This is an optimization exercise on Yosys and OpenROAD, whose aim is small area, not a production implementation. Function was checked by simulation only, so behaviour that the tests miss may differ from the original. Power and IR drop assume default switching activity.

**flow/config.mk**
```make
export PLATFORM = sky130hd
export DESIGN_NAME = wav_header_parse_sample_unpack_unit
export DESIGN_NICKNAME = wav_header_parse_sample_unpack_unit
export VERILOG_FILES = /design/flow/design.v
export SDC_FILE = /design/flow/constraint.sdc
export NUM_CORES = 4
export LEC_CHECK = 0
export CAP_MARGIN = 20
export CORE_MARGIN = 2
export CORE_UTILIZATION = 40
export SLEW_MARGIN = 20
```
**flow/constraint.sdc**
```tcl
create_clock -name core_clock -period 6.0 [get_ports {i_clk}]
set_input_delay 1.2000 -clock core_clock [delete_from_list [all_inputs] [get_ports {i_clk}]]
set_output_delay 1.2000 -clock core_clock [all_outputs]
set_load 0.01 [all_outputs]
```
**flow/design.v**
```verilog
`default_nettype none
package wavhp_pkg;
    localparam int unsigned OUT_TDATA_W = 216;
    localparam logic [1:0] KIND_HEADER = 2'd0;
    localparam logic [1:0] KIND_SAMPLE = 2'd1;
    localparam logic [1:0] KIND_ERROR  = 2'd2;
    localparam logic [5:0] POS_LAST_HDR = 6'd43;
    localparam logic [5:0] POS_DATA0    = 6'd44;
endpackage
`default_nettype wire
`default_nettype none
module wavhp_core (
    input  wire logic        i_clk,
    input  wire logic        i_rst_n,
    input  wire logic        s_axis_tvalid,
    output logic             s_axis_tready,
    input  wire logic [7:0]  s_axis_tdata,
    input  wire logic        s_axis_tuser,
    output logic             m_axis_tvalid,
    input  wire logic        m_axis_tready,
    output logic [215:0]     m_axis_tdata,
    output logic [1:0]       m_axis_tuser
);
    logic [5:0]  r_pos;      
    logic        r_ov;       
    logic        r_khdr;     
    logic        r_tog;      
    logic        r_c1;       
    logic        r_c2;       
    logic [31:0] r_rs;       
    logic [31:0] r_rate;
    logic [31:0] r_brate;
    logic [15:0] r_align;
    logic [5:0]  r_bits;     
    logic [31:0] r_left;     
    logic       take;
    logic [7:0] x;
    logic [5:0] p;           
    logic       in_hdr, in_data, left_nz;
    logic [2:0] err;
    logic [2:0] w;
    logic       smp_done;
    logic [3:0] lane_we;
    assign s_axis_tready = !r_ov || m_axis_tready;
    assign take          = s_axis_tvalid && s_axis_tready;
    assign x             = s_axis_tdata;
    assign p        = s_axis_tuser ? 6'd0 : r_pos;
    assign in_hdr   = s_axis_tuser || (r_pos <= wavhp_pkg::POS_LAST_HDR);
    assign in_data  = !s_axis_tuser && (r_pos[5:2] == 4'b1011);
    assign left_nz  = (r_left != 32'd0);
    assign w        = r_bits[5:3];
    assign smp_done = ({1'b0, r_pos[1:0]} + 3'd1) == w;
    always_comb begin
        err = 3'd0;
        if (in_hdr) begin
            case (p)
                6'd0:  if (x != 8'h52) err = 3'd1;
                6'd1:  if (x != 8'h49) err = 3'd1;
                6'd2:  if (x != 8'h46) err = 3'd1;
                6'd3:  if (x != 8'h46) err = 3'd1;
                6'd21: if (!r_c1 || x != 8'd0) err = 3'd2;
                6'd23: if (!(r_c1 || r_c2) || x != 8'd0) err = 3'd3;
                6'd35: if (x != 8'd0 || w == 3'd0 || w > 3'd4) err = 3'd4;
                default: ;
            endcase
        end
    end
    always_comb begin
        lane_we = 4'd0;
        if (in_hdr && p[5:2] == 4'd1) lane_we[p[1:0]] = 1'b1;
        if (in_data && left_nz) lane_we[r_pos[1:0]] = 1'b1;
    end
    always_ff @(posedge i_clk) begin
        if (!i_rst_n) begin
            r_ov     <= 1'b0;
            r_pos[5:4] <= 2'b11;
        end else begin
            if (r_ov && m_axis_tready) r_ov <= 1'b0;
            if (take) begin
                if (in_hdr) begin
                    if (err != 3'd0) begin
                        r_ov   <= 1'b1;
                        r_khdr <= 1'b0;
                        r_pos  <= {3'b110, err};
                    end else begin
                        r_pos <= p + 6'd1;
                        if (p == wavhp_pkg::POS_LAST_HDR) begin
                            r_ov   <= 1'b1;
                            r_khdr <= 1'b1;
                            r_tog  <= 1'b0;
                        end
                    end
                end else if (in_data && left_nz) begin
                    if (smp_done) begin
                        r_ov   <= 1'b1;
                        r_khdr <= 1'b0;
                        r_tog  <= !r_tog;
                        r_pos  <= wavhp_pkg::POS_DATA0;
                    end else begin
                        r_pos  <= r_pos + 6'd1;
                    end
                end
            end
        end
    end
    always_ff @(posedge i_clk) begin
        if (take) begin
            for (int k = 0; k < 4; k++) begin
                if (lane_we[k]) r_rs[8*k +: 8] <= x;
            end
            if (in_hdr) begin
                case (p)
                    6'd20: r_c1 <= (x == 8'd1);
                    6'd22: begin
                        r_c1 <= (x == 8'd1);
                        r_c2 <= (x == 8'd2);
                    end
                    6'd24, 6'd25, 6'd26, 6'd27: r_rate[8*p[1:0] +: 8] <= x;
                    6'd28, 6'd29, 6'd30, 6'd31: r_brate[8*p[1:0] +: 8] <= x;
                    6'd32, 6'd33: r_align[8*p[0] +: 8] <= x;
                    6'd34: r_bits <= {x[5:3] & {3{x[7:6] == 2'd0}}, x[2:0]};
                    6'd40, 6'd41, 6'd42, 6'd43: r_left[8*p[1:0] +: 8] <= x;
                    default: ;
                endcase
            end else if (in_data && left_nz) begin
                r_left <= r_left - 32'd1;
            end
        end
    end
    logic is_err, g_hdr, g_smp;
    logic [3:0] g_lane;
    assign is_err = r_pos[5] && r_pos[4];
    assign g_hdr  = !is_err && r_khdr;
    assign g_smp  = !is_err && !r_khdr;
    assign g_lane = {w == 3'd4, w >= 3'd3, w >= 3'd2, 1'b1} & {4{g_smp}};
    assign m_axis_tvalid = r_ov;
    assign m_axis_tuser  = {is_err, g_smp};
    assign m_axis_tdata  = {4'h0,
                            g_smp && r_c2 && !r_tog,
                            r_rs[31:24] & {8{g_lane[3]}}, r_rs[23:16] & {8{g_lane[2]}},
                            r_rs[15:8] & {8{g_lane[1]}}, r_rs[7:0] & {8{g_lane[0]}},
                            r_left & {32{g_hdr}},
                            {10'd0, r_bits & {6{g_hdr}}},
                            r_align & {16{g_hdr}},
                            r_brate & {32{g_hdr}},
                            r_rate & {32{g_hdr}},
                            {14'd0, r_c2 && g_hdr, r_c1 && g_hdr},
                            r_rs & {32{g_hdr}},
                            r_pos[2:0] & {3{is_err}}};
endmodule
`default_nettype wire
`default_nettype none
module wav_header_parse_sample_unpack_unit (
    input  wire logic                   i_clk,
    input  wire logic                   i_rst_n,
    input  wire logic                   s_axis_tvalid,
    output logic                        s_axis_tready,
    input  wire logic [7:0]             s_axis_tdata,    
    input  wire logic [0:0]             s_axis_tuser,    
    output logic                        m_axis_tvalid,
    input  wire logic                   m_axis_tready,
    output logic [wavhp_pkg::OUT_TDATA_W-1:0] m_axis_tdata,
    output logic [1:0]                  m_axis_tuser     
);
    wavhp_core u_core (
        .i_clk         (i_clk),
        .i_rst_n       (i_rst_n),
        .s_axis_tvalid (s_axis_tvalid),
        .s_axis_tready (s_axis_tready),
        .s_axis_tdata  (s_axis_tdata),
        .s_axis_tuser  (s_axis_tuser[0]),
        .m_axis_tvalid (m_axis_tvalid),
        .m_axis_tready (m_axis_tready),
        .m_axis_tdata  (m_axis_tdata),
        .m_axis_tuser  (m_axis_tuser)
    );
endmodule
`default_nettype wire
```
**flow/run.sh**
```bash
#!/bin/bash
# synth_recipe.tcl (not shown) runs the flow's synth.tcl, then flattens the netlist and writes it again
# the make line also repeats each setting of config.mk as NAME=value (left out here)
make -C /OpenROAD-flow-scripts/flow DESIGN_CONFIG=/design/flow/config.mk WORK_HOME=/design/flow/orfs CLKGATE_MAP_FILE= SYNTH_SCRIPT=/design/flow/synth_recipe.tcl finish
```
==> impl_metrics.toml, run 1 <==
[logic_synthesis]
yosysSeqAreaShare_pct = 52.9
ys_async_sr_fraction_pct = 0
synth_area_per_cell_um2 = 10.1
yosysTopAreaCellShare_pct = 52.3
netlist_area_um2 = 9080
synth_edf_count = 158
synth_cell_types = 65
synth_area_leader_cell = "edfxtp_1"
synth-seq-cells = 161
synth_warnings = 1
synth_top_flop_cell = "edfxtp_1"
synth_most_common_cell = "and3_1"
synth_common_cells = "164 x and3_1, 158 x edfxtp_1, 80 x o21ai_0"
synth_cells = 902
synthTopCellsByArea = "edfxtp_1 52%, and3_1 11%, o21ai_0 4.4%"

[place]
placed_area_um2 = 11300
gp_congestion = 0.878
hpwlAfterDp_mm = 19.2
post-place-ws_ns = 1.62
placed_cells = 1346
io_buffers = 204

[routing]
drtPass1Iterations = 6
antenna_left = 0
wl_mm = 28.3
vias_per_cell = 5.59
wire_per_inst_um = 20.6
drc = 0
vias = 7706
drt-initial-drc-count = 717

[job]
cap_violations = 0

[sta]
final_max_slew_viol_count = 0
min_period_ns = 4.32
max_freq_ghz = 0.232
final.period_utilization_pct = 71.9
worst_pin_slew_ns = 0.959
fin_ws_ns = 1.68
finalSetupViolCount = 0
hold_viol_final = 0
tns_ns = 0
finClkSkew_ns = 0.0111
rsz0062_at_grt = "false"
slew_headroom_pct = 36.1

[die]
initial_core_util_pct = 40.5
pin_count = 233
die_x_um = 155
fp.dieH_um = 155
die_area_um2 = 23900
fp-row-count = 55
coreArea_um2 = 22400

[power_and_ir_drop]
ir_drop_mv = 0.159
power.total_uw = 2710
powerDensity_nw_per_um2 = 228
power_leakage_uw = 0.00482

[cts]
htreeDepth = 4
worst_skew_pair.late_latency_ns = 0.43
cts_sinks = 161
ctsHoldBuffers = 0
cts_tree = "yes"
post_cts_resized = 0
clk_path_buf_depth = 2
numCtsBuffers = 17
clkTransAtPathRegs_ns = 0.06
post_cts_buffers = 0
root_buffer = "clkbuf_16"

[critical_path]
cp-start-kind = "register"
worst-setup-path-type = "reg -> out"
crit_path_end_kind = "output pin"
arrival_ns = 3.12
path_max_fanout = 17
worst_ep_required_time_ns = 4.80

[grt]
grt-ovfl-total = 0
grt_max_degree = 153
antenna_found_initial = 0
gr-usage-all-layers_pct = 23.4
grt_pass1_wl_mm = 42.9
grt_pass1_vias = 7183

[min_path]
min_path_type = "reg -> reg"

[run_status]
run_status = "timing/DRC/antenna clean"

[final_layout]
drive_above_1_share_pct = 6.31
fin_cells = 1378
area_growth_pct = 30.8
final_area_um2 = 11900
antennaDiodeCount = 0
nets = 1106
-- registers in the layout (all words and copies together), names as in the netlist, named ones only --
signal          count
u_core.r_brate     32
u_core.r_left      32
u_core.r_rate      32
u_core.r_tog        1
u_core.r_c1         1
u_core.r_rs        32
u_core.r_ov         1
u_core.r_bits       6
u_core.r_khdr       1
u_core.r_c2         1
u_core.r_pos        6
-- kinds of logic (layout without fill, tap and decap cells) --
logic type | count (synthesis) | count (layout) | share of synthesized area [%]
compound gates | 164 | 164 | 11.8
simple gates | 384 | 384 | 24.3
buf+inv | 169 | 333 | 8.24
mux | 1 | 1 | 0.124
other cells | 1 | 28 | 0.0413
fa+ha+maj | 13 | 13 | 1.79
xor+xnor | 9 | 9 | 0.868
flops | 161 | 161 | 52.9
-- through the flow --
step           hold WS [ns]  utilization [%]
2_1_floorplan         0.522                -
6_report              0.561             52.9
3_3_place_gp          0.539             50.3
3_5_place_dp          0.545             50.3
4_1_cts               0.554             52.9
5_1_grt               0.564             52.9
-- layout make-up --
cell class,instances,area (µm²)
multi-input cells,599,3640
clock buffers,17,425
flip-flops and latches,161,4800
repair buffers,225,2200
well taps,285,357
fillers,2102,10600
clock inverters,15,155
inverters,76,285
-- path summary, 6_finish.rpt --
path	start	slack, ns	cells after the start	to
setup / recovery	u_core.r_pos[4]	1.68	5	m_axis_tdata[198]
hold reg to reg	u_core.r_tog	0.56	1	u_core.r_tog
hold / removal	u_core.r_tog	0.56	1	u_core.r_tog
setup reg to reg	u_core.r_left[0]	3.06	8	u_core.r_left[31]
-- placed cells by master, fill, tap and decap left out, drive strengths merged, types with 4 or more instances in the layout --
cell / Yosys / layout
clkdlybuf4s50: 0 / 204
nand3: 14 / 14
o211ai: 22 / 22
or2: 5 / 5
and2: 39 / 39
ha: 13 / 13
o21ai: 81 / 81
clkinv: 0 / 4
o32a: 4 / 4
nand4: 8 / 8
o221ai: 12 / 12
xnor2: 5 / 5
nor3b: 5 / 5
buf: 32 / 21
or3: 7 / 7
nor3: 12 / 12
conb: 1 / 28
edfxtp: 158 / 158
a22o: 4 / 4
inv: 76 / 82
nand2: 56 / 56
nand2b: 5 / 5
o21a: 4 / 4
nor4: 9 / 9
and3: 164 / 164
clkbuf: 61 / 17
o311ai: 7 / 7
xor2: 4 / 4
nor2: 43 / 43
a21oi: 9 / 9
-- routing by layer --
metal / global-route usage (%) / wire [µm] / vias up
li1: - / - / 3595
met1: 32.7 / 12300 / 3668
met2: 36.7 / 12800 / 392
met3: 4.29 / 2410 / 51
met4: 8.51 / 746 / 0
met5: 0 / 0 / -
-- where the power goes --
part | internal (µW) | switching [µW]
Sequential | 1250 | 22.0
Clock | 617 | 469
Combinational | 143 | 206
Total | 2010 | 697
-- critical path, stage by stage, from the launching register on --
cell and delay (ns):
dfxtp_1 0.51, a21oi_1 0.86, o21a_1 0.35, o21a_1 0.27, and2_1 0.16, clkdlybuf4s50_1 0.54
==> run 2, diff against run 1 <==
--- a/flow/design.v
+++ b/flow/design.v
@@ -27,12 +27,15 @@
     logic        r_tog;      
     logic        r_c1;       
     logic        r_c2;       
-    logic [31:0] r_rs;       
-    logic [31:0] r_rate;
-    logic [31:0] r_brate;
-    logic [15:0] r_align;
-    logic [5:0]  r_bits;     
-    logic [31:0] r_left;     
+    logic [31:0] r_rs_n;     
+    logic [31:0] r_rate;     
+    logic [31:0] r_brate;    
+    logic [15:0] r_align;    
+    logic [5:0]  r_bits_n;   
+    logic [31:0] r_left_n;   
+    logic [5:0]  r_bits;
+    logic [31:0] r_left;
+    logic        clr;
     logic       take;
     logic [7:0] x;
     logic [5:0] p;           
@@ -48,6 +51,8 @@
     assign in_hdr   = s_axis_tuser || (r_pos <= wavhp_pkg::POS_LAST_HDR);
     assign in_data  = !s_axis_tuser && (r_pos[5:2] == 4'b1011);
     assign left_nz  = (r_left != 32'd0);
+    assign r_bits   = ~r_bits_n;
+    assign r_left   = ~r_left_n;
     assign w        = r_bits[5:3];
     assign smp_done = ({1'b0, r_pos[1:0]} + 3'd1) == w;
     always_comb begin
@@ -106,7 +111,7 @@
     always_ff @(posedge i_clk) begin
         if (take) begin
             for (int k = 0; k < 4; k++) begin
-                if (lane_we[k]) r_rs[8*k +: 8] <= x;
+                if (lane_we[k]) r_rs_n[8*k +: 8] <= ~x;
             end
             if (in_hdr) begin
                 case (p)
@@ -115,16 +120,25 @@
                         r_c1 <= (x == 8'd1);
                         r_c2 <= (x == 8'd2);
                     end
-                    6'd24, 6'd25, 6'd26, 6'd27: r_rate[8*p[1:0] +: 8] <= x;
-                    6'd28, 6'd29, 6'd30, 6'd31: r_brate[8*p[1:0] +: 8] <= x;
-                    6'd32, 6'd33: r_align[8*p[0] +: 8] <= x;
-                    6'd34: r_bits <= {x[5:3] & {3{x[7:6] == 2'd0}}, x[2:0]};
-                    6'd40, 6'd41, 6'd42, 6'd43: r_left[8*p[1:0] +: 8] <= x;
+                    6'd34: r_bits_n <= ~{x[5:3] & {3{x[7:6] == 2'd0}}, x[2:0]};
+                    6'd40, 6'd41, 6'd42, 6'd43: r_left_n[8*p[1:0] +: 8] <= ~x;
                     default: ;
                 endcase
             end else if (in_data && left_nz) begin
-                r_left <= r_left - 32'd1;
+                r_left_n <= r_left_n + 32'd1;
             end
+        end
+    end
+    assign clr = (take && err != 3'd0) || (r_ov && m_axis_tready);
+    logic [7:0] xc;
+    assign xc = x & {8{!clr}};
+    always_ff @(posedge i_clk) begin
+        for (int k = 0; k < 4; k++) begin
+            if (clr || (take && in_hdr && p == 6'(24 + k))) r_rate[8*k +: 8] <= xc;
+            if (clr || (take && in_hdr && p == 6'(28 + k))) r_brate[8*k +: 8] <= xc;
+        end
+        for (int k = 0; k < 2; k++) begin
+            if (clr || (take && in_hdr && p == 6'(32 + k))) r_align[8*k +: 8] <= xc;
         end
     end
     logic is_err, g_hdr, g_smp;
@@ -137,15 +151,15 @@
     assign m_axis_tuser  = {is_err, g_smp};
     assign m_axis_tdata  = {4'h0,
                             g_smp && r_c2 && !r_tog,
-                            r_rs[31:24] & {8{g_lane[3]}}, r_rs[23:16] & {8{g_lane[2]}},
-                            r_rs[15:8] & {8{g_lane[1]}}, r_rs[7:0] & {8{g_lane[0]}},
+                            ~r_rs_n[31:24] & {8{g_lane[3]}}, ~r_rs_n[23:16] & {8{g_lane[2]}},
+                            ~r_rs_n[15:8] & {8{g_lane[1]}}, ~r_rs_n[7:0] & {8{g_lane[0]}},
                             r_left & {32{g_hdr}},
                             {10'd0, r_bits & {6{g_hdr}}},
-                            r_align & {16{g_hdr}},
-                            r_brate & {32{g_hdr}},
-                            r_rate & {32{g_hdr}},
+                            r_align,
+                            r_brate,
+                            r_rate,
                             {14'd0, r_c2 && g_hdr, r_c1 && g_hdr},
-                            r_rs & {32{g_hdr}},
+                            ~r_rs_n & {32{g_hdr}},
                             r_pos[2:0] & {3{is_err}}};
 endmodule
 `default_nettype wire
==> run 2 against run 1 <==
- critical path type is now in -> reg
- register-to-register slack got worse by 0.74 ns
- synthesized area decreased by 14%
- via count decreased by 18%
- utilization increased by 1.6 points
- non-clock buffer count decreased by 15
- combinational power increased by 11%
- first-iteration DRC count decreased by 23%
- final cell count decreased by 15%
==> impl_metrics.toml, run 2 <==
[critical_path]
slowest_stage = "or4b_4"
arrival_ns = 4.61
critical_path.cell_chain = "clkdlybuf4s50_1 -> buf_4 -> inv_1 -> nand2_1 -> inv_1 -> ha_1 -> or4b_4 -> a2111oi_4 -> a31o_4 -> nand2_4 -> a22oi_4 -> nand2_1"
worst-setup-path-type = "in -> reg"
cp-start-kind = "input port"
crit_path_end_kind = "register"
path_buf_inv = 4
cpPeakStageDelay_ns = 0.53
worst_ep_required_time_ns = 6.09
path_max_fanout = 18
cpLargestDelayFamily = "simple AND/OR/NAND/NOR gates"

[place]
post-place-ws_ns = 1.03
hpwlAfterDp_mm = 16.8
placed_cells = 1135
gp_congestion = 0.854
placed_area_um2 = 9960
io_buffers = 204

[final_layout]
antennaDiodeCount = 0
multi_input_area_um2 = 2670
seqCellArea_um2 = 4800
fin_cells = 1166
area_growth_pct = 34.8
final_area_um2 = 10500
final_common_cell = "clkdlybuf4s50_1"
nets = 915
fill_cells = 1712
final_cell_mix = "204 x clkdlybuf4s50_1, 158 x edfxtp_1, 146 x nor2_1"
drive_above_1_share_pct = 6.55

[routing]
drt-initial-drc-count = 553
vias_per_cell = 5.40
wl_mm = 23.0
vias = 6299
drc = 0
drtPass1Iterations = 5
wire_per_inst_um = 19.7
antenna_left = 0

[die]
fp-row-count = 51
pin_count = 233
coreArea_um2 = 19300
initial_core_util_pct = 40.4
die_area_um2 = 20700
die_x_um = 144
fp.dieH_um = 144

[min_path]
min_path_type = "reg -> reg"

[logic_synthesis]
synth_common_cells = "158 x edfxtp_1, 147 x nor2_1, 59 x nand2_1"
synth_cells = 699
synth_warnings = 1
synth_top_flop_cell = "edfxtp_1"
synth-seq-cells = 161
ys_async_sr_fraction_pct = 0
synth_simple_gate_area_share_pct = 18.8
synth_most_common_cell = "edfxtp_1"
synth_xor_area_share_pct = 0.672
yosysSeqAreaShare_pct = 61.4
synth_area_per_cell_um2 = 11.2
synth_area_leader_cell = "edfxtp_1"
synth_top_family_by_area = "simple AND/OR/NAND/NOR gates"
synthTopCellsByArea = "edfxtp_1 61%, nor2_1 7.1%, buf_4 2.9%"
synthMuxAreaShare_pct = 0.416
yosys.area_share.adder_pct = 2.08
synth_cell_types = 65
synth_compound_area_share_pct = 10.8
synth_edf_count = 158
netlist_area_um2 = 7820
yosysTopAreaCellShare_pct = 60.7

[cts]
numCtsBuffers = 17
clkTransAtPathRegs_ns = 0.06
ctsHoldBuffers = 0
worst_skew_pair.late_latency_ns = 0.42
clk_path_buf_depth = 2
root_buffer = "clkbuf_16"
post_cts_buffers = 0
cts_sinks = 161
htreeDepth = 4
cts_tree = "yes"
post_cts_resized = 0

[sta]
slew_headroom_pct = 36.8
final.period_utilization_pct = 75.5
hold_viol_final = 0
finalSetupViolCount = 0
max_freq_ghz = 0.221
worst_pin_slew_ns = 0.940
fin_ws_ns = 1.47
tns_ns = 0
final_max_slew_viol_count = 0
finClkSkew_ns = 0.0105
rsz0062_at_grt = "false"
min_period_ns = 4.53

[run_status]
run_status = "timing/DRC/antenna clean"

[power_and_ir_drop]
powerDensity_nw_per_um2 = 265
ir_drop_mv = 0.190
power_leakage_uw = 0.00379

[grt]
grt_max_degree = 53
grt_pass1_wl_mm = 34.7
grt-ovfl-total = 0
antenna_found_initial = 0
gr-usage-all-layers_pct = 22.4
grt_pass1_vias = 6085

[job]
cap_violations = 0
-- run 2: final cells by class --
cell class | count | area share, %
Clock inverter | 13 | 1.42
Tap cell | 265 | 3.15
Timing Repair Buffer | 210 | 19.8
Inverter | 17 | 0.605
Clock buffer | 18 | 4.07
Sequential cell | 161 | 45.6
Multi-Input combinational cell | 482 | 25.4
-- run 2: cell families after synthesis --
kind of cell | Yosys count
AOI/OAI and AO/OA | 114
muxes | 3
DFF | 161
adders and majority gates | 13
xor gates and xnor gates | 6
other | 1
and+or+nand+nor | 318
buffers and inverters | 83
-- run 2: worst paths after layout --
kind                    from                 to  slack [ns]  depth (start not counted)
max reg2reg  u_core.r_pos[0]  u_core.r_rate[15]        2.32                          9
min reg2reg      u_core.r_ov        u_core.r_ov        0.63                          2
max          s_axis_tuser[0]  u_core.r_rate[15]        1.47                         12
min              u_core.r_ov        u_core.r_ov        0.63                          2
-- run 2: stage by stage --
| stage | power [µW] | hold slack, ns | utilization (%) |
|---|---|---|---|
| 3_5_place_dp | 1760 | 0.625 | 51.5 |
| 5_1_grt | 2900 | 0.689 | 54.5 |
| 4_1_cts | 2810 | 0.636 | 54.5 |
| 3_3_place_gp | 1760 | 0.608 | 51.5 |
| 2_1_floorplan | 1580 | 0.532 | - |
| 6_report | 2790 | 0.631 | 54.5 |
-- run 2: where the power goes --
group | switching, µW | total (µW) | internal (µW) | leakage [µW]
Combinational | 224 | 387 | 163 | 0.00202
Sequential | 39.2 | 1350 | 1310 | 0.00149
Clock | 468 | 1060 | 588 | 0.000278
Total | 731 | 2790 | 2060 | 0.00379
-- run 2: routing by layer --
metal | track usage (%) | wire [µm]
met2 | 37.0 | 11200
met1 | 29.9 | 9630
met5 | 0 | 0
met3 | 4.17 | 1640
met4 | 7.33 | 488
-- run 2: worst register-to-register path, delay by kind of cell, from the launching register on --
family	cells	cell delay, ns
compound gates	3	1.02
fa+ha+maj	1	0.35
buf+inv	1	0.16
flops	1	0.58
simple gates	4	1.22
==> run 3, diff against run 2 <==
--- a/flow/design.v
+++ b/flow/design.v
@@ -50,7 +50,6 @@
     assign p        = s_axis_tuser ? 6'd0 : r_pos;
     assign in_hdr   = s_axis_tuser || (r_pos <= wavhp_pkg::POS_LAST_HDR);
     assign in_data  = !s_axis_tuser && (r_pos[5:2] == 4'b1011);
-    assign left_nz  = (r_left != 32'd0);
     assign r_bits   = ~r_bits_n;
     assign r_left   = ~r_left_n;
     assign w        = r_bits[5:3];
@@ -73,39 +72,61 @@
     always_comb begin
         lane_we = 4'd0;
         if (in_hdr && p[5:2] == 4'd1) lane_we[p[1:0]] = 1'b1;
-        if (in_data && left_nz) lane_we[r_pos[1:0]] = 1'b1;
+        if (in_data && !z[32]) lane_we[r_pos[1:0]] = 1'b1;
+    end
+    logic [32:0] z;
+    logic        dec, hdr_take;
+    logic [31:0] left_de, left_d;
+    assign z[0] = 1'b1;
+    for (genvar i = 0; i < 32; i++) begin : g_z
+        assign z[i+1] = z[i] & r_left_n[i];
+    end
+    assign left_nz  = !z[32];
+    assign hdr_take = take && in_hdr;
+    assign dec      = take && in_data && left_nz;
+    for (genvar i = 0; i < 32; i++) begin : g_left
+        assign left_de[i] = (hdr_take && p == 6'(40 + i / 8)) || (dec && z[i]);
+        assign left_d[i]  = in_hdr ? !x[i % 8] : !r_left_n[i];
+        always_ff @(posedge i_clk) begin
+            if (left_de[i]) r_left_n[i] <= left_d[i];
+        end
+    end
+    logic [5:0] pos_d;
+    always_comb begin
+        if (in_hdr && err != 3'd0) pos_d = {3'b110, err};
+        else if (!in_hdr && smp_done) pos_d = wavhp_pkg::POS_DATA0;
+        else if (s_axis_tuser) pos_d = 6'd1;
+        else pos_d = r_pos + 6'd1;
     end
     always_ff @(posedge i_clk) begin
         if (!i_rst_n) begin
-            r_ov     <= 1'b0;
             r_pos[5:4] <= 2'b11;
+        end else if (hdr_take || dec) begin
+            r_pos <= pos_d;
+        end
+    end
+    always_ff @(posedge i_clk) begin
+        if (!i_rst_n) begin
+            r_ov <= 1'b0;
         end else begin
             if (r_ov && m_axis_tready) r_ov <= 1'b0;
-            if (take) begin
-                if (in_hdr) begin
-                    if (err != 3'd0) begin
-                        r_ov   <= 1'b1;
-                        r_khdr <= 1'b0;
-                        r_pos  <= {3'b110, err};
-                    end else begin
-                        r_pos <= p + 6'd1;
-                        if (p == wavhp_pkg::POS_LAST_HDR) begin
-                            r_ov   <= 1'b1;
-                            r_khdr <= 1'b1;
-                            r_tog  <= 1'b0;
-                        end
-                    end
-                end else if (in_data && left_nz) begin
-                    if (smp_done) begin
-                        r_ov   <= 1'b1;
-                        r_khdr <= 1'b0;
-                        r_tog  <= !r_tog;
-                        r_pos  <= wavhp_pkg::POS_DATA0;
-                    end else begin
-                        r_pos  <= r_pos + 6'd1;
-                    end
-                end
+            if ((hdr_take && (err != 3'd0 || p == wavhp_pkg::POS_LAST_HDR)) || (dec && smp_done)) begin
+                r_ov <= 1'b1;
             end
+        end
+    end
+    always_ff @(posedge i_clk) begin
+        if (hdr_take && (err != 3'd0 || p == wavhp_pkg::POS_LAST_HDR)) begin
+            r_khdr <= (err == 3'd0);
+        end else if (dec && smp_done) begin
+            r_khdr <= 1'b0;
+        end
+    end
+    always_ff @(posedge i_clk) begin
+        if (hdr_take && p == wavhp_pkg::POS_LAST_HDR) begin
+            r_tog <= 1'b0;
+        end else if (dec && smp_done) begin
+            r_tog <= !r_tog;
         end
     end
     always_ff @(posedge i_clk) begin
@@ -121,11 +142,8 @@
                         r_c2 <= (x == 8'd2);
                     end
                     6'd34: r_bits_n <= ~{x[5:3] & {3{x[7:6] == 2'd0}}, x[2:0]};
-                    6'd40, 6'd41, 6'd42, 6'd43: r_left_n[8*p[1:0] +: 8] <= ~x;
                     default: ;
                 endcase
-            end else if (in_data && left_nz) begin
-                r_left_n <= r_left_n + 32'd1;
             end
         end
     end
==> flow/flow/run.sh (new file) <==
#!/bin/bash
# The standard layout, with sky130_fd_sc_hd__buf_1 as the port buffer cell (buffer_ports
# otherwise picks clkdlybuf4s50_1). Every port still gets its buffer.
set -euo pipefail
bash standard.sh "BUFFER_PORTS_ARGS=-buffer_cell sky130_fd_sc_hd__buf_1" finish > standard.log 2>&1
==> flow/standard.sh (new file) <==
#!/bin/bash
# synth_recipe.tcl (not shown) runs the flow's synth.tcl, then flattens the netlist and writes it again
# the make line also repeats each setting of config.mk as NAME=value (left out here)
make -C /OpenROAD-flow-scripts/flow DESIGN_CONFIG=/design/flow/config.mk WORK_HOME=/design/flow/orfs CLKGATE_MAP_FILE= SYNTH_SCRIPT=/design/flow/synth_recipe.tcl "${@:-finish}"
--- a/flow/config.mk
+++ b/flow/config.mk
@@ -8,4 +8,5 @@
 export CAP_MARGIN = 20
 export CORE_MARGIN = 2
 export CORE_UTILIZATION = 40
+export CTS_BUF_LIST = sky130_fd_sc_hd__clkbuf_8
 export SLEW_MARGIN = 20
removed: flow/run.sh
==> run 3 against run 2 <==
- count of clock-buffer cells in the layout down 1
- routed wire length down 16%
- total power down 18%
- first-iteration DRC count down 20%
- final cell count down 9.3%
- critical endpoint is now u_core.r_brate[18]
- still clean
- highest routed layer unchanged
- clock power down 27%
- worst setup slack better by 0.63 ns
- cell area down 20%
- via count down 14%
- largest power group unchanged
==> impl_metrics.toml, run 3 <==
[run_status]
run_status = "timing/DRC/antenna clean"

[cts]
clk_path_buf_depth = 2
htreeDepth = 4
post_cts_resized = 0
post_cts_buffers = 0
clkTransAtPathRegs_ns = 0.09
cts_tree = "yes"
numCtsBuffers = 17
cts_sinks = 161
root_buffer = "clkbuf_8"
ctsHoldBuffers = 0
worst_skew_pair.late_latency_ns = 0.47

[job]
cap_violations = 0

[routing]
wire_per_inst_um = 18.3
vias_per_cell = 5.14
wl_mm = 19.4
antenna_left = 0
met3_length_mm = 1.38
wl_met1_mm = 8.33
routed.top_layer = "met4"
route.met2.wl_mm = 9.34
drc = 0
vias = 5428
drt-initial-drc-count = 444
drtPass1Iterations = 4

[grt]
grt_pass1_wl_mm = 27.3
gr-usage-all-layers_pct = 19.9
antenna_found_initial = 0
grt-ovfl-total = 0
grt_max_degree = 45
grt_pass1_vias = 4678

[sta]
final.period_utilization_pct = 65.0
worst_hold_slack_ns = 0.552
finClkSkew_ns = 0.0144
worst_pin_slew_ns = 0.998
final_max_slew_viol_count = 0
slew_headroom_pct = 32.7
max_freq_ghz = 0.256
fin_ws_ns = 2.10
hold_viol_final = 0
finalSetupViolCount = 0
rsz0062_at_grt = "false"
min_period_ns = 3.90
tns_ns = 0

[die]
fp.dieH_um = 138
coreArea_um2 = 17400
initial_core_util_pct = 41.2
die_x_um = 138
die_area_um2 = 19000
fp-row-count = 48
pin_count = 233

[final_layout]
fill_cells = 1651
final_common_cell = "buf_1"
nets = 837
area_growth_pct = 17.7
final_cell_mix = "204 x buf_1, 157 x edfxtp_1, 136 x nor2_1"
antennaDiodeCount = 0
drive_above_1_share_pct = 6.49

[logic_synthesis]
synth_xor_area_share_pct = 1.10
ys_async_sr_fraction_pct = 0
synth_simple_gate_area_share_pct = 17.7
synth_common_cells = "157 x edfxtp_1, 136 x nor2_1, 53 x nand2_1"
yosysTopAreaCellShare_pct = 65.7
synth_top_flop_cell = "edfxtp_1"
synth_most_common_cell = "edfxtp_1"
synth_warnings = 1
synth_area_per_cell_um2 = 11.7
yosys.area_share.adder_pct = 0.872
synth_edf_count = 157
synth_compound_area_share_pct = 7.64
synthTopCellsByArea = "edfxtp_1 66%, nor2_1 7.1%, buf_4 3.2%"
synth_top_family_by_area = "simple AND/OR/NAND/NOR gates"
synth_cells = 614
netlist_area_um2 = 7170
synth_cell_types = 57
synth_area_leader_cell = "edfxtp_1"
synth-seq-cells = 161
synthMuxAreaShare_pct = 0
yosysSeqAreaShare_pct = 66.9

[critical_path]
cpLargestDelayFamily = "buffers and inverters"
worst-setup-path-type = "in -> reg"
worst_ep_required_time_ns = 6.09
slowest_stage = "o21ai_0"
crit_path_end_kind = "register"
path_max_fanout = 44
arrival_ns = 3.99
path_buf_inv = 3
cp-start-kind = "input port"
cpPeakStageDelay_ns = 0.83
critical_path.cell_chain = "buf_1 -> inv_1 -> o211a_1 -> buf_4 -> nor2_1 -> nand2_1 -> o21ai_0"

[place]
gp_congestion = 0.888
io_buffers = 204
post-place-ws_ns = 1.58
hpwlAfterDp_mm = 14.0

[power_and_ir_drop]
pwr-share-comb_pct = 8.7
seqPwrFrac_pct = 57.2
ir_drop_mv = 0.141
power_leakage_uw = 0.00299
intPower_uw = 1650
power_switching_uw = 630
powerDensity_nw_per_um2 = 270
p_sw_share_pct = 27.6
p_clk_share_pct = 34.1

[min_path]
min_path_type = "reg -> reg"
run 3: final timing paths:
check	startpoint	end	slack, ns	depth (start not counted)
max	s_axis_tuser[0]	u_core.r_brate[18]	2.10	7
min	u_core.r_tog	u_core.r_tog	0.55	2
max reg2reg	u_core.r_pos[0]	u_core.r_brate[18]	2.77	6
min reg2reg	u_core.r_tog	u_core.r_tog	0.55	2
run 3: cell families (layout without fill, tap and decap cells):
logic type	count (synthesis)	in the layout
AO/OA/AOI/OAI	89	89
flip-flops	161	161
AND/OR/NAND/NOR	274	274
other	1	28
adder cells (fa/ha/maj)	5	5
XOR/XNOR	9	9
buffers and inverters	75	266
run 3: worst register-to-register path, stage by stage, from the launching register on:
cell and delay, ns:
edfxtp_1 0.66, nor3b_2 0.31, a211oi_1 0.31, a41oi_1 0.07, o32a_1 0.47, o31ai_4 0.53
o21ai_0 0.51
run 3: layout make-up:
class	count	area (µm²)	share of cell area, %
flip-flops and latches	161	4790	56.8
multi-input cells	405	2060	24.4
repair buffers	213	833	9.87
well taps	225	282	3.33
clock buffers	17	234	2.77
clock inverters	15	159	1.88
inverters	21	78.8	0.933
run 3: metal layers:
metal,GRT usage (%),up-vias
li1,-,2550
met2,31.5,257
met4,6.63,0
met3,4.46,21
met1,27.1,2600
met5,0,-
run 3: metrics by stage:
stage | std cells | cell area, µm² | power, µW | util (%)
2_1_floorplan | 641 | 7270 | 1460 | -
4_1_cts | 1057 | 8440 | 2290 | 48.5
3_3_place_gp | 1025 | 8050 | 1530 | 46.2
5_1_grt | 1057 | 8440 | 2360 | 48.5
6_report | 1057 | 8440 | 2280 | 48.5
3_5_place_dp | 1025 | 8050 | 1530 | 46.2
run 3: power groups by stage:
stage	clock network (µW)	registers (µW)	logic, µW
4_1_cts	789	1310	200
3_5_place_dp	0	1330	200
3_3_place_gp	0	1330	197
6_report	777	1300	199
2_1_floorplan	0	1350	112
5_1_grt	834	1310	218
==> run 4, diff against run 3 <==
--- a/flow/config.mk
+++ b/flow/config.mk
@@ -7,6 +7,7 @@
 export LEC_CHECK = 0
 export CAP_MARGIN = 20
 export CORE_MARGIN = 2
-export CORE_UTILIZATION = 40
+export CORE_UTILIZATION = 70
 export CTS_BUF_LIST = sky130_fd_sc_hd__clkbuf_8
+export PLACE_DENSITY = 0.85
 export SLEW_MARGIN = 20
==> run 4 against run 3 <==
- still clean
- non-clock buffer count shrank 7
- count of clock-buffer cells in the layout stayed put
- clock skew decreased by 0.0071 ns
- critical path depth decreased by 1
- utilization increased by 36 points
- worst setup slack got worse by 0.037 ns
- global-route usage is 15 points higher
- cell area down 1.8%
- hold slack better by 0.014 ns
- die area is 42% lower
- critical endpoint is now u_core.r_brate[1]
==> impl_metrics.toml, run 4 <==
[die]
die_area_um2 = 11100
die_x_um = 105
initial_core_util_pct = 72.7
pin_count = 233
coreArea_um2 = 9860
fp.dieH_um = 105
fp-row-count = 36

[logic_synthesis]
synth_cells = 614
ys_async_sr_fraction_pct = 0
synth_most_common_cell = "edfxtp_1"
synth_cell_types = 57
yosysSeqAreaShare_pct = 66.9
synth_edf_count = 157
synth_warnings = 1
netlist_area_um2 = 7170
synth_area_per_cell_um2 = 11.7
synthTopCellsByArea = "edfxtp_1 66%, nor2_1 7.1%, buf_4 3.2%"
synth_top_flop_cell = "edfxtp_1"
synth_common_cells = "157 x edfxtp_1, 136 x nor2_1, 53 x nand2_1"
synth-seq-cells = 161
yosysTopAreaCellShare_pct = 65.7
synth_area_leader_cell = "edfxtp_1"

[grt]
grt_max_degree = 71
grt_pass1_vias = 5074
grt_pass1_wl_mm = 28.5
antenna_found_initial = 0
grt-ovfl-total = 0
gr-usage-all-layers_pct = 34.4

[power_and_ir_drop]
p_clk_share_pct = 34.7
power_switching_uw = 560
p_sw_share_pct = 24.3
powerDensity_nw_per_um2 = 278
intPower_uw = 1740
seqPwrFrac_pct = 56.8
pwr-share-comb_pct = 8.5
power_leakage_uw = 0.00297
ir_drop_mv = 0.202

[critical_path]
path_max_fanout = 20
cp-startpoint = "s_axis_tuser[0]"
rrSetupSlack_ns = 2.67
reg2reg_from = "u_core.r_pos[0]"
cp-start-kind = "input port"
arrival_ns = 4.02
worst_ep_required_time_ns = 6.08
worst-setup-path-type = "in -> reg"
rr_endpoint = "u_core.r_brate[1]"
crit_path_end = "u_core.r_brate[1]"
reg2regPathDepth = 5
crit_path_end_kind = "register"

[cts]
cts_sinks = 161
ctsHoldBuffers = 0
clk_path_buf_depth = 2
clkTransAtPathRegs_ns = 0.08
post_cts_buffers = 0
numCtsBuffers = 17
worst_skew_pair.late_latency_ns = 0.46
post_cts_resized = 0
cts_tree = "yes"
htreeDepth = 4
root_buffer = "clkbuf_8"

[place]
placed_area_um2 = 7880
io_buffers = 204
gp_congestion = 0.958
hpwlAfterDp_mm = 13.5
placed_cells = 926

[run_status]
run_status = "timing/DRC/antenna clean"

[final_layout]
multi_input_area_um2 = 2080
fill_cells = 535
final_area_um2 = 8300
seqCellArea_um2 = 4790
final_cell_mix = "204 x buf_1, 157 x edfxtp_1, 136 x nor2_1"
antennaDiodeCount = 0
nets = 830
final_common_cell = "buf_1"
area_growth_pct = 15.7
fin_cells = 957
drive_above_1_share_pct = 5.34

[sta]
hold_viol_final = 0
tns_ns = 0
rsz0062_at_grt = "false"
max_freq_ghz = 0.254
min_period_ns = 3.94
final.period_utilization_pct = 65.7
finClkSkew_ns = 0.00733
final_max_slew_viol_count = 0
slew_headroom_pct = 34.7
finalSetupViolCount = 0
worst_hold_slack_ns = 0.566
worst_pin_slew_ns = 0.970

[routing]
drtPass1Iterations = 6
antenna_left = 0
wl_mm = 18.9
wire_per_inst_um = 19.8
drt-initial-drc-count = 852
vias_per_cell = 6.03
drc = 0
vias = 5766

[min_path]
min_path_type = "reg -> reg"
hold_depth = 2

[job]
cap_violations = 0
[run 4: cell types whose count changed in the layout (fill, tap and decap cells not counted), moves of 3 or more]
cell       before  now
buf_4           9    2
o21ai_0        24   19
o21ai_1         2    7
inv_8           4    0
bufinv_16       0    3
clkinv_8        3    0
[run 4: per-stage QoR]
step | worst slack (ns) | total power, µW | utilization [%]
after floorplan | 2.27 | 1460 | -
after global placement | 1.68 | 1510 | 79.9
after detailed placement | 1.47 | 1520 | 79.9
after CTS | 1.95 | 2300 | 84.0
after global routing | 1.82 | 2370 | 84.1
final | 2.06 | 2300 | 84.1
[run 4: power by group through the flow]
stage | clock network (µW) | logic (µW) | registers, µW
detailed placement | 0 | 188 | 1330
CTS | 802 | 191 | 1310
global route | 845 | 210 | 1310
finish | 799 | 195 | 1310
floorplan | 0 | 112 | 1350
global placement | 0 | 181 | 1330
[run 4: cells by family (layout without fill, tap and decap cells)]
group,Yosys count,count (layout),synth area share [%]
DFF,161,161,66.9
adders and majority gates,5,5,0.872
other,1,28,0.0523
and+or+nand+nor,274,274,17.7
buffers and inverters,75,258,5.83
xor gates and xnor gates,9,9,1.10
AOI/OAI and AO/OA,89,89,7.64
[run 4: how the worst min path moves through the flow]
stage	slack, ns	start	to
finish	0.57	u_core.r_tog	u_core.r_tog
global placement	0.55	u_core.r_tog	u_core.r_tog
global route	0.59	u_core.r_tog	u_core.r_tog
CTS	0.56	u_core.r_tog	u_core.r_tog
detailed placement	0.54	u_core.r_tog	u_core.r_tog
floorplan	0.49	u_core.r_tog	u_core.r_tog
[run 4: layout make-up]
class / instances / area share, %
sequential: 161 / 57.8
inverter: 21 / 0.950
timing repair buffer: 206 / 9.41
clock buffer: 17 / 2.82
tap: 133 / 2.01
multi-input combinational: 405 / 25.0
clock inverter: 14 / 1.99
[run 4: worst max-delay path, stage by stage]
cell and delay [ns]:
buf_1 0.52, inv_1 0.30, o211a_1 0.43, nor2_1 0.55, nand2_1 0.20, o21ai_0 0.81
[run 4: per-layer routing]
metal / up-vias / part of all wire (%) / GRT usage [%]
met5: - / 0 / 0
met4: 0 / 3.2 / 12.1
met3: 58 / 11 / 8.53
met2: 472 / 48 / 53.7
met1: 2703 / 37 / 47.8
li1: 2533 / - / -
==> run 5, diff against run 4 <==
--- a/flow/design.v
+++ b/flow/design.v
@@ -25,7 +25,6 @@
     logic        r_ov;       
     logic        r_khdr;     
     logic        r_tog;      
-    logic        r_c1;       
     logic        r_c2;       
     logic [31:0] r_rs_n;     
     logic [31:0] r_rate;     
@@ -62,8 +61,8 @@
                 6'd1:  if (x != 8'h49) err = 3'd1;
                 6'd2:  if (x != 8'h46) err = 3'd1;
                 6'd3:  if (x != 8'h46) err = 3'd1;
-                6'd21: if (!r_c1 || x != 8'd0) err = 3'd2;
-                6'd23: if (!(r_c1 || r_c2) || x != 8'd0) err = 3'd3;
+                6'd21: if (!r_tog || x != 8'd0) err = 3'd2;
+                6'd23: if (!(r_tog || r_c2) || x != 8'd0) err = 3'd3;
                 6'd35: if (x != 8'd0 || w == 3'd0 || w > 3'd4) err = 3'd4;
                 default: ;
             endcase
@@ -123,7 +122,9 @@
         end
     end
     always_ff @(posedge i_clk) begin
-        if (hdr_take && p == wavhp_pkg::POS_LAST_HDR) begin
+        if (hdr_take && (p == 6'd20 || p == 6'd22)) begin
+            r_tog <= (x == 8'd1);
+        end else if (hdr_take && p == wavhp_pkg::POS_LAST_HDR) begin
             r_tog <= 1'b0;
         end else if (dec && smp_done) begin
             r_tog <= !r_tog;
@@ -136,11 +137,7 @@
             end
             if (in_hdr) begin
                 case (p)
-                    6'd20: r_c1 <= (x == 8'd1);
-                    6'd22: begin
-                        r_c1 <= (x == 8'd1);
-                        r_c2 <= (x == 8'd2);
-                    end
+                    6'd22: r_c2 <= (x == 8'd2);
                     6'd34: r_bits_n <= ~{x[5:3] & {3{x[7:6] == 2'd0}}, x[2:0]};
                     default: ;
                 endcase
@@ -176,7 +173,7 @@
                             r_align,
                             r_brate,
                             r_rate,
-                            {14'd0, r_c2 && g_hdr, r_c1 && g_hdr},
+                            {14'd0, r_c2 && g_hdr, !r_c2 && g_hdr},
                             ~r_rs_n & {32{g_hdr}},
                             r_pos[2:0] & {3{is_err}}};
 endmodule
==> flow/flow/run.sh (replaced) <==
#!/bin/bash
# The standard layout (standard.sh, the standard flow's own ORFS run) with two changes:
#  - port buffers use sky130_fd_sc_hd__buf_1 (buffer_ports otherwise picks clkdlybuf4s50_1);
#    every input and output port still gets its buffer;
#  - Yosys's ABC step maps the logic for area only (flow/abc_area.script, run through ORFS's
#    ABC_AREA switch from a copy of ORFS's scripts folder) instead of the delay-driven script.
#    Flip-flops are mapped before ABC, so the registers are the standard synthesis's.
set -euo pipefail
rm -rf scripts
cp -r "$FLOW_HOME/scripts" scripts
cp flow/abc_area.script scripts/abc_area.script
bash standard.sh "SCRIPTS_DIR=$PWD/scripts" ABC_AREA=1 \
    "BUFFER_PORTS_ARGS=-buffer_cell sky130_fd_sc_hd__buf_1" finish > standard.log 2>&1
==> flow/flow/abc_area.script (new file) <==
strash
dc2
dch -f
map -a
topo
==> run 5 against run 4 <==
- global-route usage down 0.13 points
- synthesized area down 4.4%
- non-clock buffer count grew 6
- cell area down 2.0%
- sequential cell count is 1 lower
- total power up 1.2%
==> impl_metrics.toml, run 5 <==
[logic_synthesis]
synthTopCellsByArea = "edfxtp_1 69%, nor2_1 8.3%, o21ai_0 5.0%"
ys_async_sr_fraction_pct = 0
synth_top_flop_cell = "edfxtp_1"
netlist_area_um2 = 6860
synth_cells = 603
synth-seq-cells = 160
synth_most_common_cell = "edfxtp_1"
synth_warnings = 1
synth_area_per_cell_um2 = 11.4
yosysTopAreaCellShare_pct = 68.7
synth_area_leader_cell = "edfxtp_1"
synth_edf_count = 157
yosysSeqAreaShare_pct = 69.6
synth_cell_types = 29
synth_common_cells = "157 x edfxtp_1, 151 x nor2_1, 68 x o21ai_0"

[cts]
worst_skew_pair.late_latency_ns = 0.45
numCtsBuffers = 17
cts_sinks = 160
clkTransAtPathRegs_ns = 0.08
htreeDepth = 4
post_cts_buffers = 0
ctsHoldBuffers = 0
root_buffer = "clkbuf_8"
post_cts_resized = 0
clk_path_buf_depth = 2
cts_tree = "yes"

[die]
die_x_um = 103
initial_core_util_pct = 71.1
fp.dieH_um = 103
pin_count = 233
die_area_um2 = 10600
fp-row-count = 36
coreArea_um2 = 9640

[routing]
wl_mm = 18.6
wire_per_inst_um = 19.1
drt-initial-drc-count = 485
antenna_left = 0
vias = 5702
drtPass1Iterations = 12
drc = 0
vias_per_cell = 5.84

[grt]
grt_pass1_wl_mm = 26.3
grt-ovfl-total = 0
gr-usage-all-layers_pct = 34.3
antenna_found_initial = 0
grt_max_degree = 73
grt_pass1_vias = 5005

[critical_path]
cp-start-kind = "input port"
cpLargestDelayFamily = "simple AND/OR/NAND/NOR gates"
slowest_stage = "nor2_1"
crit_path_end_kind = "register"
path_buf_inv = 7
worst-setup-path-type = "in -> reg"
path_max_fanout = 11
worst_ep_required_time_ns = 6.13
arrival_ns = 4.72
cpPeakStageDelay_ns = 0.71
critical_path.cell_chain = "buf_1 -> nor2_1 -> nand3_1 -> nor3_1 -> clkinv_1 -> nor2_1 -> clkinv_1 -> nor2_1 -> clkinv_1 -> o211ai_1 -> and3_2 -> nand2_1 -> clkinv_1 -> nor2_1 -> a21oi_1 -> buf_4 -> clkinv_1 -> nor2_1"

[sta]
min_period_ns = 4.59
hold_viol_final = 0
slew_headroom_pct = 26.7
worst_pin_slew_ns = 1.09
final_max_slew_viol_count = 0
final.period_utilization_pct = 76.6
tns_ns = 0
finalSetupViolCount = 0
rsz0062_at_grt = "false"
finClkSkew_ns = 0.0115
max_freq_ghz = 0.218

[power_and_ir_drop]
powerDensity_nw_per_um2 = 287
p_clk_share_pct = 32.8
p_sw_share_pct = 26.6
ir_drop_mv = 0.213
power_switching_uw = 619
power_leakage_uw = 0.00281
seqPwrFrac_pct = 55.6
intPower_uw = 1710
pwr-share-comb_pct = 11.5
power.total_uw = 2330

[final_layout]
fill_cells = 528
final_area_um2 = 8130
area_growth_pct = 18.5
final_cell_mix = "204 x buf_1, 157 x edfxtp_1, 151 x nor2_1"
drive_above_1_share_pct = 4.74
antennaDiodeCount = 0
nets = 848
final_common_cell = "buf_1"

[place]
io_buffers = 204
hpwlAfterDp_mm = 13.2
gp_congestion = 0.904
placed_area_um2 = 7740

[min_path]
min_path_type = "reg -> reg"

[job]
cap_violations = 0

[run_status]
run_status = "timing/DRC/antenna clean"
[run 5: changes by cell type in the layout (fill, tap and decap cells not counted), sizes merged, moves of 7 or more]
cell    before  now
nor2       136  151
inv         26    6
and2        10    0
nor4         8    0
o21ai       27   68
a21oi       37   10
clkinv       4   63
nand2b       7    0
[run 5: tightest hold or removal path, cell delays in order (launching register included)]
cell and delay (ns):
dfxtp_1 0.34, clkinv_1 0.08, o21ai_0 0.09
[run 5: worst paths after layout]
kind	from	to	slack, ns	cells past startpoint
max	s_axis_tdata[6]	u_core.r_align[15]	1.41	18
min reg2reg	u_core.r_pos[5]	u_core.r_pos[5]	0.55	2
min	u_core.r_pos[5]	u_core.r_pos[5]	0.55	2
max reg2reg	u_core.r_left_n[0]	u_core.r_pos[5]	1.62	23
[run 5: cell families after synthesis]
kind of cell	synth area share, %
AND/OR/NAND/NOR	14.6
flip-flops	69.6
AO/OA/AOI/OAI	7.97
buffers and inverters	6.35
XOR/XNOR	0.639
adder cells (fa/ha/maj)	0.730
other	0.0547
[run 5: through the flow]
stage	setup WS [ns]	hold WS [ns]	instances	utilization, %
finish	1.41	0.555	977	84.3
CTS	1.48	0.553	977	84.2
global route	1.06	0.602	977	84.3
global placement	1.57	0.509	945	80.3
floorplan	1.96	0.476	630	-
detailed placement	1.34	0.538	945	80.3
[run 5: power groups by stage]
stage               Sequential [µW]  Combinational [µW]  Clock [µW]
floorplan                      1330                 150           0
global placement               1320                 254           0
detailed placement             1320                 260           0
CTS                            1300                 263         763
global route                   1300                 293         810
finish                         1300                 268         765
[run 5: routing by layer]
layer | track usage [%] | wire, µm | vias to the layer above
met1 | 46.1 | 6920 | 2657
met2 | 52.4 | 8970 | 473
met4 | 13.2 | 522 | 0
met3 | 11.6 | 2220 | 54
met5 | 0 | 0 | -
li1 | - | - | 2518
[run 5: final cells by class]
class	instances	area (µm²)	area share (%)
clock buffers	17	234	2.88
clock inverters	15	146	1.80
inverters	56	210	2.59
multi-input cells	384	1770	21.8
flip-flops and latches	160	4770	58.8
well taps	133	166	2.05
repair buffers	212	826	10.2
==> run 6, diff against run 5 <==
--- a/flow/design.v
+++ b/flow/design.v
@@ -84,7 +84,7 @@
     assign hdr_take = take && in_hdr;
     assign dec      = take && in_data && left_nz;
     for (genvar i = 0; i < 32; i++) begin : g_left
-        assign left_de[i] = (hdr_take && p == 6'(40 + i / 8)) || (dec && z[i]);
+        assign left_de[i] = (hdr_take && p == 40 + i / 8) || (dec && z[i]);
         assign left_d[i]  = in_hdr ? !x[i % 8] : !r_left_n[i];
         always_ff @(posedge i_clk) begin
             if (left_de[i]) r_left_n[i] <= left_d[i];
==> flow/flow/run.sh (replaced) <==
#!/bin/bash
# The standard layout (standard.sh, the standard flow's own ORFS run) with two changes:
#  - port buffers use sky130_fd_sc_hd__buf_1 (buffer_ports otherwise picks clkdlybuf4s50_1);
#    every input and output port still gets its buffer;
#  - Yosys's ABC step maps the logic for area only (flow/abc_area.script, run through ORFS's
#    ABC_AREA switch from a copy of ORFS's scripts folder) instead of the delay-driven script.
#    Flip-flops are mapped before ABC, so the registers are the standard synthesis's;
#  - SKIP_REPAIR_TIE_FANOUT: the outputs that are constant 0 share the one tie cell synthesis
#    made instead of getting a tie cell each (as in the standard flow, no buffer is put on a
#    tie-driven output).
set -euo pipefail
rm -rf scripts
cp -r "$FLOW_HOME/scripts" scripts
cp flow/abc_area.script scripts/abc_area.script
bash standard.sh "SCRIPTS_DIR=$PWD/scripts" ABC_AREA=1 SKIP_REPAIR_TIE_FANOUT=1 \
    "BUFFER_PORTS_ARGS=-buffer_cell sky130_fd_sc_hd__buf_1" finish > standard.log 2>&1
==> run 6 against run 5 <==
- routed wire length down 2.1%
- hold slack worse by 0.024 ns
- first-iteration DRC count up 26%
- critical path type is now reg -> reg
- critical endpoint is now u_core.r_rs_n[28]
==> impl_metrics.toml, run 6 <==
[run_status]
run_status = "timing/DRC/antenna clean"

[sta]
max_freq_ghz = 0.225
slew_headroom_pct = 32.9
rsz0062_at_grt = "false"
finClkSkew_ns = 0.0108
tns_ns = 0
hold_viol_final = 0
final_max_slew_viol_count = 0
min_period_ns = 4.44
finalSetupViolCount = 0
final.period_utilization_pct = 74.1
worst_pin_slew_ns = 0.995

[final_layout]
nets = 819
area_growth_pct = 16.7
antennaDiodeCount = 0
drive_above_1_share_pct = 5.28
final_cell_mix = "204 x buf_1, 157 x edfxtp_1, 151 x nor2_1"
final_area_um2 = 8010
final_common_cell = "buf_1"

[power_and_ir_drop]
power_leakage_uw = 0.00271
ir_drop_mv = 0.215
power.total_uw = 2300
powerDensity_nw_per_um2 = 287

[routing]
vias_per_cell = 5.84
drt-initial-drc-count = 610
antenna_left = 0
wl_mm = 18.2
drc = 0
wire_per_inst_um = 19.2
drtPass1Iterations = 8
vias = 5540

[logic_synthesis]
synth_cell_types = 29
yosysTopAreaCellShare_pct = 68.7
synth-seq-cells = 160
synth_area_per_cell_um2 = 11.4
yosysSeqAreaShare_pct = 69.6
synthTopCellsByArea = "edfxtp_1 69%, nor2_1 8.3%, o21ai_0 5.0%"
synth_top_flop_cell = "edfxtp_1"
ys_async_sr_fraction_pct = 0
netlist_area_um2 = 6860
synth_area_leader_cell = "edfxtp_1"
synth_warnings = 1
synth_most_common_cell = "edfxtp_1"
synth_common_cells = "157 x edfxtp_1, 151 x nor2_1, 68 x o21ai_0"
synth_edf_count = 157
synth_cells = 603

[grt]
gr-usage-all-layers_pct = 34.4
grt_pass1_vias = 4875
grt_max_degree = 73
grt_pass1_wl_mm = 26.2
antenna_found_initial = 0
grt-ovfl-total = 0

[die]
pin_count = 233
coreArea_um2 = 9640
die_x_um = 103
die_area_um2 = 10600
initial_core_util_pct = 71.1
fp-row-count = 36
fp.dieH_um = 103

[cts]
cts_tree = "yes"
post_cts_resized = 0
htreeDepth = 4
clk_path_buf_depth = 2
cts_sinks = 160
root_buffer = "clkbuf_8"
post_cts_buffers = 0
ctsHoldBuffers = 0
clkTransAtPathRegs_ns = 0.08
numCtsBuffers = 17
worst_skew_pair.late_latency_ns = 0.44

[critical_path]
arrival_ns = 4.53
worst_ep_required_time_ns = 6.09
rrSetupSlack_ns = 1.56
path_max_fanout = 26
cp-startpoint = "u_core.r_left_n[0]"
crit_path_end = "u_core.r_rs_n[28]"
cp-start-kind = "register"
critical_path.cell_chain = "nand4_1 -> nor2_1 -> nand4_1 -> nor2_1 -> nand4_1 -> nor2_1 -> nand4_1 -> nor2_1 -> nand4_1 -> nor2_1 -> nand4_1 -> nor2_1 -> nand3_1 -> nor2_1 -> nand2_1 -> clkinv_1 -> nand4_1 -> nand2_1 -> buf_4 -> o22ai_1"
cp.depth = 20
path_buf_inv = 2
cpLargestDelayFamily = "simple AND/OR/NAND/NOR gates"
crit_path_end_kind = "register"
reg2reg_from = "u_core.r_left_n[0]"
slowest_stage = "edfxtp_1"
cpPeakStageDelay_ns = 0.46
rr_endpoint = "u_core.r_rs_n[28]"
reg2regPathDepth = 20
worst-setup-path-type = "reg -> reg"

[job]
cap_violations = 0

[place]
gp_congestion = 1.04
placed_area_um2 = 7630
io_buffers = 204
hpwlAfterDp_mm = 12.7

[min_path]
min_path_type = "reg -> reg"
run 6: changes by cell type in the layout (fill, tap and decap cells not counted), moves of 2 or more:
cell,change
conb_1,-27
clkinv_2,+2
o21ai_0,-2
inv_6,+2
buf_4,-2
o21ai_1,+2
clkinv_1,-3
run 6: logic make-up (layout without fill, tap and decap cells):
family / Yosys count / count (layout) / synth area share, %
other: 1 / 1 / 0.0547
AO/OA/AOI/OAI: 98 / 98 / 7.97
AND/OR/NAND/NOR: 249 / 249 / 14.6
adder cells (fa/ha/maj): 4 / 4 / 0.730
buffers and inverters: 86 / 298 / 6.35
XOR/XNOR: 5 / 5 / 0.639
flip-flops: 160 / 160 / 69.6
run 6: metrics by stage:
step / hold WS [ns] / utilization, % / setup slack, ns / instances
2_1_floorplan: 0.476 / - / 1.96 / 603
3_3_place_gp: 0.517 / 79.0 / 1.55 / 916
3_5_place_dp: 0.514 / 79.2 / 1.49 / 916
4_1_cts: 0.530 / 83.0 / 1.63 / 948
5_1_grt: 0.594 / 83.0 / 0.988 / 948
6_report: 0.531 / 83.0 / 1.56 / 948
run 6: per-layer routing:
metal | vias to the layer above | wire (µm) | global-route usage, %
li1 | 2476 | - | -
met2 | 466 | 8800 | 53.5
met5 | - | 0 | 0
met1 | 2530 | 6710 | 45.2
met3 | 68 | 2060 | 9.36
met4 | 0 | 666 | 17.1
run 6: cell type report:
class | instances | area [µm²]
multi-input combinational | 357 | 1670
sequential | 160 | 4770
timing repair buffer | 210 | 811
fill | 564 | 1630
tap | 133 | 166
clock inverter | 15 | 136
clock buffer | 17 | 234
inverter | 56 | 210
run 6: worst min path at each step:
| stage | depth (start not counted) | to | from |
|---|---|---|---|
| global route | 2 | u_core.r_pos[5] | u_core.r_pos[5] |
| global placement | 2 | u_core.r_pos[5] | u_core.r_pos[5] |
| floorplan | 2 | u_core.r_pos[5] | u_core.r_pos[5] |
| finish | 2 | u_core.r_pos[5] | u_core.r_pos[5] |
| CTS | 2 | u_core.r_pos[5] | u_core.r_pos[5] |
| detailed placement | 2 | u_core.r_pos[5] | u_core.r_pos[5] |
run 6: worst reg2reg max path, cell delays in order, from the launching register on:
cell and delay, ns:
edfxtp_1 0.46, nand4_1 0.15, nor2_1 0.22, nand4_1 0.14
nor2_1 0.26, nand4_1 0.16, nor2_1 0.25, nand4_1 0.16
nor2_1 0.23, nand4_1 0.14, nor2_1 0.26, nand4_1 0.15
nor2_1 0.19, nand3_1 0.11, nor2_1 0.13, nand2_1 0.10
clkinv_1 0.08, nand4_1 0.15, nand2_1 0.13, buf_4 0.27
o22ai_1 0.35
run 6: power by group:
part / internal, µW / switching (µW)
logic: 58.6 / 207
clock network: 333 / 404
registers: 1280 / 14.8
==> run 7, diff against run 6 <==
--- a/flow/design.v
+++ b/flow/design.v
@@ -75,7 +75,8 @@
     end
     logic [32:0] z;
     logic        dec, hdr_take;
-    logic [31:0] left_de, left_d;
+    logic [7:0]  xg;
+    logic [31:0] left_de;
     assign z[0] = 1'b1;
     for (genvar i = 0; i < 32; i++) begin : g_z
         assign z[i+1] = z[i] & r_left_n[i];
@@ -83,11 +84,11 @@
     assign left_nz  = !z[32];
     assign hdr_take = take && in_hdr;
     assign dec      = take && in_data && left_nz;
+    assign xg       = in_hdr ? (x & {8{r_pos[3]}}) : 8'hff;
     for (genvar i = 0; i < 32; i++) begin : g_left
-        assign left_de[i] = (hdr_take && p == 40 + i / 8) || (dec && z[i]);
-        assign left_d[i]  = in_hdr ? !x[i % 8] : !r_left_n[i];
+        assign left_de[i] = (hdr_take && (p == 36 || p == 40 + i / 8)) || (dec && z[i]);
         always_ff @(posedge i_clk) begin
-            if (left_de[i]) r_left_n[i] <= left_d[i];
+            if (left_de[i]) r_left_n[i] <= !(xg[i % 8] && r_left_n[i]);
         end
     end
     logic [5:0] pos_d;
@@ -149,17 +150,17 @@
     assign xc = x & {8{!clr}};
     always_ff @(posedge i_clk) begin
         for (int k = 0; k < 4; k++) begin
-            if (clr || (take && in_hdr && p == 6'(24 + k))) r_rate[8*k +: 8] <= xc;
-            if (clr || (take && in_hdr && p == 6'(28 + k))) r_brate[8*k +: 8] <= xc;
+            if (clr || (take && in_hdr && p == 24 + k)) r_rate[8*k +: 8] <= xc;
+            if (clr || (take && in_hdr && p == 28 + k)) r_brate[8*k +: 8] <= xc;
         end
         for (int k = 0; k < 2; k++) begin
-            if (clr || (take && in_hdr && p == 6'(32 + k))) r_align[8*k +: 8] <= xc;
+            if (clr || (take && in_hdr && p == 32 + k)) r_align[8*k +: 8] <= xc;
         end
     end
     logic is_err, g_hdr, g_smp;
     logic [3:0] g_lane;
     assign is_err = r_pos[5] && r_pos[4];
-    assign g_hdr  = !is_err && r_khdr;
+    assign g_hdr  = r_khdr;               
     assign g_smp  = !is_err && !r_khdr;
     assign g_lane = {w == 3'd4, w >= 3'd3, w >= 3'd2, 1'b1} & {4{g_smp}};
     assign m_axis_tvalid = r_ov;
--- a/flow/flow/run.sh
+++ b/flow/flow/run.sh
@@ -1,5 +1,5 @@
 #!/bin/bash
-# The standard layout (standard.sh, the standard flow's own ORFS run) with two changes:
+# The standard layout (standard.sh, the standard flow's own ORFS run) with three changes:
 #  - port buffers use sky130_fd_sc_hd__buf_1 (buffer_ports otherwise picks clkdlybuf4s50_1);
 #    every input and output port still gets its buffer;
 #  - Yosys's ABC step maps the logic for area only (flow/abc_area.script, run through ORFS's
==> run 7 against run 6 <==
- sequential cell count did not move
- still clean on timing, DRC and antenna
- non-clock buffer count rose by 3
- routed wire length fell by 0.73%
- total power fell by 0.58%
- maximum frequency fell by 9.0%
- sequential share of layout area rose by 0.12 points
==> impl_metrics.toml, run 7 <==
[run_status]
run_status = "timing/DRC/antenna clean"

[cts]
cts_sinks = 160
numCtsBuffers = 17
clk_path_buf_depth = 2
ctsHoldBuffers = 0
htreeDepth = 4
clkTransAtPathRegs_ns = 0.08

[final_layout]
drive_above_1_share_pct = 5.37
multi_input_area_um2 = 1610
final_cell_mix = "204 x buf_1, 157 x edfxtp_1, 155 x nor2_1"
nets = 824
seqCellArea_um2 = 4770

[min_path]
worstHoldStart = "u_core.r_pos[5]"
min_path_type = "reg -> reg"
hold_path_end = "u_core.r_pos[5]"
hold_depth = 2

[sta]
slew_headroom_pct = 34.4
finClkSkew_ns = 0.0118
min_period_ns = 4.89
tns_ns = 0
worst_pin_slew_ns = 0.980
max_freq_ghz = 0.205
final.period_utilization_pct = 81.4

[logic_synthesis]
yosys.area_share.adder_pct = 0.918
synthTopCellsByArea = "edfxtp_1 69%, nor2_1 8.5%, nand2_1 4.4%"
ys_async_sr_fraction_pct = 0
synth_edf_count = 157
synthMuxAreaShare_pct = 0
yosysTopAreaCellShare_pct = 69.2
synth_top_flop_cell = "edfxtp_1"
synth_area_leader_cell = "edfxtp_1"
synth_cell_types = 25
synth_warnings = 1
netlist_area_um2 = 6810
yosysSeqAreaShare_pct = 70.1
synth_area_per_cell_um2 = 11.3
synth-seq-cells = 160
synth_top_family_by_area = "simple AND/OR/NAND/NOR gates"

[critical_path]
crit_path_end_kind = "register"
reg2reg_from = "u_core.r_left_n[0]"
rr_endpoint = "u_core.r_rs_n[11]"
cpPeakStageDelay_ns = 0.53
rrSetupSlack_ns = 1.11
slowest_stage = "a32o_1"
arrival_ns = 5.05
cp-start-kind = "register"
worst_ep_required_time_ns = 6.16
path_max_fanout = 13
reg2regPathDepth = 20

[place]
gp_congestion = 1.07

[routing]
wl_mm = 18.1
antenna_left = 0
wire_per_inst_um = 19.0
vias = 5602
drtPass1Iterations = 9

[power_and_ir_drop]
power_switching_uw = 615
power.total_uw = 2290
power_leakage_uw = 0.00272
p_clk_share_pct = 34.9
intPower_uw = 1670
seqPwrFrac_pct = 56.5
ir_drop_mv = 0.200

[grt]
gr-usage-all-layers_pct = 34.3
grt_pass1_vias = 5121
grt-ovfl-total = 0
grt_pass1_wl_mm = 26.3

[die]
pin_count = 233
coreArea_um2 = 9590
initial_core_util_pct = 71.0
die_area_um2 = 10500
## run 7: cell type report
type | count | share of cell area (%)
clock buffer | 17 | 2.93
multi-input combinational | 360 | 20.2
timing repair buffer | 213 | 10.4
inverter | 54 | 2.55
tap | 133 | 2.08
sequential | 160 | 59.8
clock inverter | 15 | 2.11
## run 7: worst max-delay path by stage
stage,cells past startpoint,from,endpoint,slack [ns]
final,20,u_core.r_left_n[0],u_core.r_rs_n[11],1.11
after global routing,23,u_core.r_left_n[0],u_core.r_pos[5],0.55
after CTS,20,u_core.r_left_n[0],u_core.r_rs_n[18],1.20
after detailed placement,13,s_axis_tdata[2],u_core.r_align[5],1.28
after global placement,15,s_axis_tuser[0],u_core.r_rate[29],1.56
after floorplan,20,u_core.r_left_n[0],u_core.r_rs_n[0],1.98
## run 7: power by group through the flow
stage,Sequential (µW),Clock (µW),Combinational (µW)
6_report,1290,797,199
5_1_grt,1290,836,215
4_1_cts,1290,796,194
2_1_floorplan,1330,0,105
3_3_place_gp,1310,0,186
3_5_place_dp,1310,0,192
## run 7: logic make-up (layout without fill, tap and decap cells)
family	count (synthesis)	count (layout)
buffers and inverters	84	299
AND/OR/NAND/NOR	270	270
other	1	1
flip-flops	160	160
AO/OA/AOI/OAI	84	84
adder cells (fa/ha/maj)	5	5
## run 7: metal layers
| metal | wire length (µm) | GRT usage, % | vias to the layer above |
|---|---|---|---|
| met5 | 0 | 0 | - |
| met3 | 2290 | 8.95 | 64 |
| met2 | 8860 | 55.9 | 514 |
| met4 | 597 | 15.0 | 0 |
| met1 | 6370 | 43.9 | 2553 |
| li1 | - | - | 2471 |
## run 7: worst max-delay path, delay by kind of cell, from the launching register on
kind | cells | cell delay (ns)
simple gates | 17 | 3.11
compound gates | 1 | 0.53
buf+inv | 2 | 0.52
flops | 1 | 0.45
## run 7: per-stage QoR
| stage | instances | hold WS (ns) | instance area [µm²] | worst slack (ns) |
|---|---|---|---|---|
| finish | 952 | 0.595 | 7990 | 1.11 |
| global route | 952 | 0.620 | 7990 | 0.554 |
| CTS | 952 | 0.594 | 7990 | 1.20 |
| detailed placement | 920 | 0.574 | 7580 | 1.28 |
| global placement | 919 | 0.557 | 7580 | 1.56 |
| floorplan | 604 | 0.522 | 6810 | 1.98 |

Re-timed with assumed drivers on the ports (clkbuf_16 on the clock, buf_2 on other inputs), run 7 has 1.114 ns of setup slack against 1.114 ns with ideal ports, and 0.837 ns once port delays also move by the mid clock arrival of 0.484 ns.
